This is an optimization exercise on Yosys and OpenROAD, whose aim is small area, a short achievable clock period and few clock cycles per item, not a production implementation.
Only simulation tests tie the RTL to the original design; equivalence was not proved.

==> module wprr_remap, before the edit <==
module wprr_remap (
  input  logic        clk_i,
  input  logic        rst_ni,
  input  logic        start_i,        
  input  logic        cfg_i,          
  input  logic        keep_i,         
  input  logic        drop_i,         
  input  logic [11:0] wheel_i,
  input  logic [31:0] interval_i,
  output logic        idle_o,         
  output logic        final_o,        
  output logic [9:0]  quotient_o,
  output logic [31:0] interval_o
);
  typedef enum logic [1:0] {
    R_DONE,
    R_MUL,
    R_DIV,
    R_KEEP
  } remap_state_e;
  remap_state_e state_q;
  logic         cfg_q;           
  logic [3:0]   cnt_q;
  logic [1:0]   dig_q;
  logic [40:0]  acc_q;           
  logic         neg_q;           
  logic [30:0]  den_q;           
  logic [9:0]   quo_q;           
  logic [31:0]  ival_q;
  logic [18:0]  mcand_q;         
  logic [15:0]  wden_q;          
  logic [1:0]   skip_q;          
  logic [1:0]   skip_in;         
  logic         cfgp_q;          
  logic         final_q;         
  logic         protect, cfg_go;
  logic [11:0]  w_src;
  assign protect = keep_i && !cfg_q && (state_q != R_DONE);
  assign cfg_go  = cfgp_q && !protect;
  assign w_src   = ival_q[11:0];
  assign skip_in = (w_src <= 12'd1422) ? 2'd2 : (w_src <= 12'd2844) ? 2'd1 : 2'd0;
  function automatic logic [21:0] clamp22(input logic [31:0] v);
    clamp22 = (v[31:22] != '0) ? 22'h3fffff : v[21:0];
  endfunction
  function automatic logic [3:0] top_pair(input logic [21:0] v);
    top_pair = 4'd0;
    for (int j = 1; j < 11; j++) begin
      if (v[2*j +: 2] != 2'b00) top_pair = 4'(j);
    end
  endfunction
  logic [21:0] ic_in, ic_q;
  logic [3:0]  tp_in, cnt_m1;
  assign ic_in  = clamp22(interval_i);
  assign ic_q   = clamp22(ival_q);
  assign tp_in  = top_pair(ic_in);
  assign cnt_m1 = cnt_q - 4'd1;
  logic [18:0] mul_m;
  logic [10:0] den_t;
  logic [21:0] lo_sum;
  logic [19:0] hi_inc;
  logic [40:0] acc_mul;
  logic [30:0] den_mul;
  logic        last_add;
  assign mul_m   = mcand_q;        
  assign lo_sum  = {1'b0, acc_q[18:0], 2'b00} + (dig_q[1] ? {2'b00, mul_m, 1'b0} : 22'd0)
                                              + (dig_q[0] ? {3'b000, mul_m} : 22'd0);
  assign hi_inc  = acc_q[38:19] + 20'd1;
  assign acc_mul = {lo_sum[21] ? hi_inc : acc_q[38:19], lo_sum[20:0]};
  always_comb begin
    unique case (dig_q)
      2'd0: den_t = 11'd0;
      2'd1: den_t = cfg_q ? 11'd9  : 11'd500;
      2'd2: den_t = cfg_q ? 11'd18 : 11'd1000;
      default: den_t = cfg_q ? 11'd27 : 11'd1500;
    endcase
  end
  assign last_add = !cfg_q && (cnt_q == 4'd0);
  assign den_mul  = {den_q[28:0], 2'b00} + 31'(den_t) + (last_add ? 31'(wden_q) : 31'd0);
  logic [32:0] p2, rem_n;
  assign p2    = {neg_q, acc_q[40:10], acc_q[9]};
  assign rem_n = neg_q ? p2 + {2'b00, den_q} : p2 - {2'b00, den_q};
  always_ff @(posedge clk_i or negedge rst_ni) begin
    if (!rst_ni) begin
      state_q <= R_DONE;
      cfg_q   <= 1'b0;
      cnt_q   <= '0;
      mcand_q <= 19'd424800;      
      wden_q  <= 16'd21240;       
      skip_q  <= 2'd1;
      cfgp_q  <= 1'b0;
      final_q <= 1'b0;
    end else begin
    if (cfg_go) begin
      cfgp_q  <= 1'b0;
      state_q <= R_MUL;
      cfg_q   <= 1'b1;
      cnt_q   <= 4'd5;
      mcand_q <= 19'd90 << skip_in;
      skip_q  <= skip_in;
    end else if (start_i) begin
      state_q <= R_MUL;
      cfg_q   <= 1'b0;
      final_q <= 1'b0;
      cnt_q   <= tp_in;
    end else begin
      unique case (state_q)
        R_MUL: begin
          if (cnt_q == 4'd0) begin
            if (cfg_q) begin
              state_q <= R_KEEP;
            end else begin
              state_q <= R_DIV;
              cnt_q   <= 4'd9 - 4'(skip_q);
            end
          end else begin
            cnt_q <= cnt_m1;
          end
        end
        R_DIV: begin
          if (cnt_q == 4'd0) begin
            state_q <= R_DONE;
            final_q <= 1'b1;
          end
          cnt_q <= cnt_m1;
        end
        R_KEEP: begin
          state_q <= R_DONE;
          cfg_q   <= 1'b0;
          mcand_q <= acc_q[18:0];
          wden_q  <= den_q[15:0];
        end
        default: ;
      endcase
      if (drop_i && !cfg_q) state_q <= R_DONE;
    end
    if (cfg_i) cfgp_q <= 1'b1;
    end
  end
  always_ff @(posedge clk_i) begin
    if (cfg_i) ival_q <= {20'd0, wheel_i};
    if (cfg_go) begin
      dig_q  <= w_src[11:10];
      acc_q  <= '0;
      den_q  <= '0;
    end else if (start_i) begin
      if (!cfg_i) ival_q <= interval_i;
      dig_q  <= ic_in[2*tp_in +: 2];
      acc_q  <= '0;
      den_q  <= '0;
      neg_q  <= 1'b0;
      quo_q  <= '0;
    end else if (state_q == R_MUL) begin
      acc_q  <= acc_mul;
      den_q  <= den_mul;
      dig_q  <= cfg_q ? ival_q[2*cnt_m1 +: 2] : ic_q[2*cnt_m1 +: 2];
    end else if (state_q == R_DIV) begin
      acc_q  <= {rem_n[30:0], acc_q[8:0], 1'b0};
      neg_q  <= rem_n[32];
      if (!rem_n[32]) quo_q[cnt_q] <= 1'b1;
    end
  end
  assign idle_o     = (state_q == R_DONE) && !cfgp_q;
  assign final_o    = final_q;
  assign quotient_o = quo_q;
  assign interval_o = ival_q;
endmodule
Settings: LEC_CHECK=0, CAP_MARGIN=20, CORE_MARGIN=2, CORE_UTILIZATION=40, SETUP_SLACK_MARGIN=4.5, SLEW_MARGIN=20; clock period 8.0 ns.
run.sh (not shown) runs the stock make flow with config.mk's settings and CLKGATE_MAP_FILE= SYNTH_SCRIPT=/design/flow/synth_recipe.tcl, a recipe that flattens the netlist after the stock synthesis.
Testbench counts at the start, summed over its fixed seeds: cycles 9,054, items 8,000.
Next try:
--- a/flow/design.v
+++ b/flow/design.v
@@ -33,6 +33,7 @@
   logic [1:0]   skip_in;         
   logic         cfgp_q;          
   logic         final_q;         
+  logic         last_q;          
   logic         protect, cfg_go;
   logic [11:0]  w_src;
   assign protect = keep_i && !cfg_q && (state_q != R_DONE);
@@ -74,11 +75,15 @@
       default: den_t = cfg_q ? 11'd27 : 11'd1500;
     endcase
   end
-  assign last_add = !cfg_q && (cnt_q == 4'd0);
+  assign last_add = last_q;
   assign den_mul  = {den_q[28:0], 2'b00} + 31'(den_t) + (last_add ? 31'(wden_q) : 31'd0);
   logic [32:0] p2, rem_n;
   assign p2    = {neg_q, acc_q[40:10], acc_q[9]};
-  assign rem_n = neg_q ? p2 + {2'b00, den_q} : p2 - {2'b00, den_q};
+  logic [32:0] dx;
+  logic [33:0] rsum;
+  assign dx    = {2'b00, den_q} ^ {33{!neg_q}};
+  assign rsum  = {p2, 1'b1} + {dx, !neg_q};
+  assign rem_n = rsum[33:1];
   always_ff @(posedge clk_i or negedge rst_ni) begin
     if (!rst_ni) begin
       state_q <= R_DONE;
@@ -89,7 +94,9 @@
       skip_q  <= 2'd1;
       cfgp_q  <= 1'b0;
       final_q <= 1'b0;
+      last_q  <= 1'b0;
     end else begin
+    last_q <= 1'b0;
     if (cfg_go) begin
       cfgp_q  <= 1'b0;
       state_q <= R_MUL;
@@ -102,6 +109,7 @@
       cfg_q   <= 1'b0;
       final_q <= 1'b0;
       cnt_q   <= tp_in;
+      last_q  <= (tp_in == 4'd0);
     end else begin
       unique case (state_q)
         R_MUL: begin
@@ -113,7 +121,8 @@
               cnt_q   <= 4'd9 - 4'(skip_q);
             end
           end else begin
-            cnt_q <= cnt_m1;
+            cnt_q  <= cnt_m1;
+            last_q <= !cfg_q && (cnt_q == 4'd1);
           end
         end
         R_DIV: begin
What happened:
- synthesized cell count hardly moves
- core utilization is about the same
- die area falls by 0.67%
- flip-flop and latch count rises by 1
- via count rises by 0.48%
Testbench counts after the change, summed over its fixed seeds: cycles 9,054, items 8,000.

==> afterwards: timing with drivers on the ports <==
How much do the figures lean on ideal ports? The routed layouts below were timed once more, with nothing changed but the port constraints.
Step 1: set_driving_cell puts a clkbuf_16 on clk_i and a buf_2 on each other input, an assumption about the parent block.
Step 2, shift: input delay + t, output delay - t, t = (earliest + latest rising clock arrival at the registers) / 2. This alone moves slack from input paths to output paths.
Slacks: no drivers / after step 1 / after step 2; pairs: no drivers / after step 1.
run | t, ns | setup slack, ns | worst setup path after step 2 | slew at the worst register clock pin (ns)
the first run | 0.671 | 3.829 / 3.829 / 3.829 | register to register | 0.06 / 0.06
the second run | 0.685 | 4.145 / 4.145 / 3.893 | input to register | 0.07 / 0.07
After both steps setup and hold are still met in every run listed. The setup slack of the second run, which loses most, moves by 0.000 ns with the drivers and by -0.252 ns with both steps.
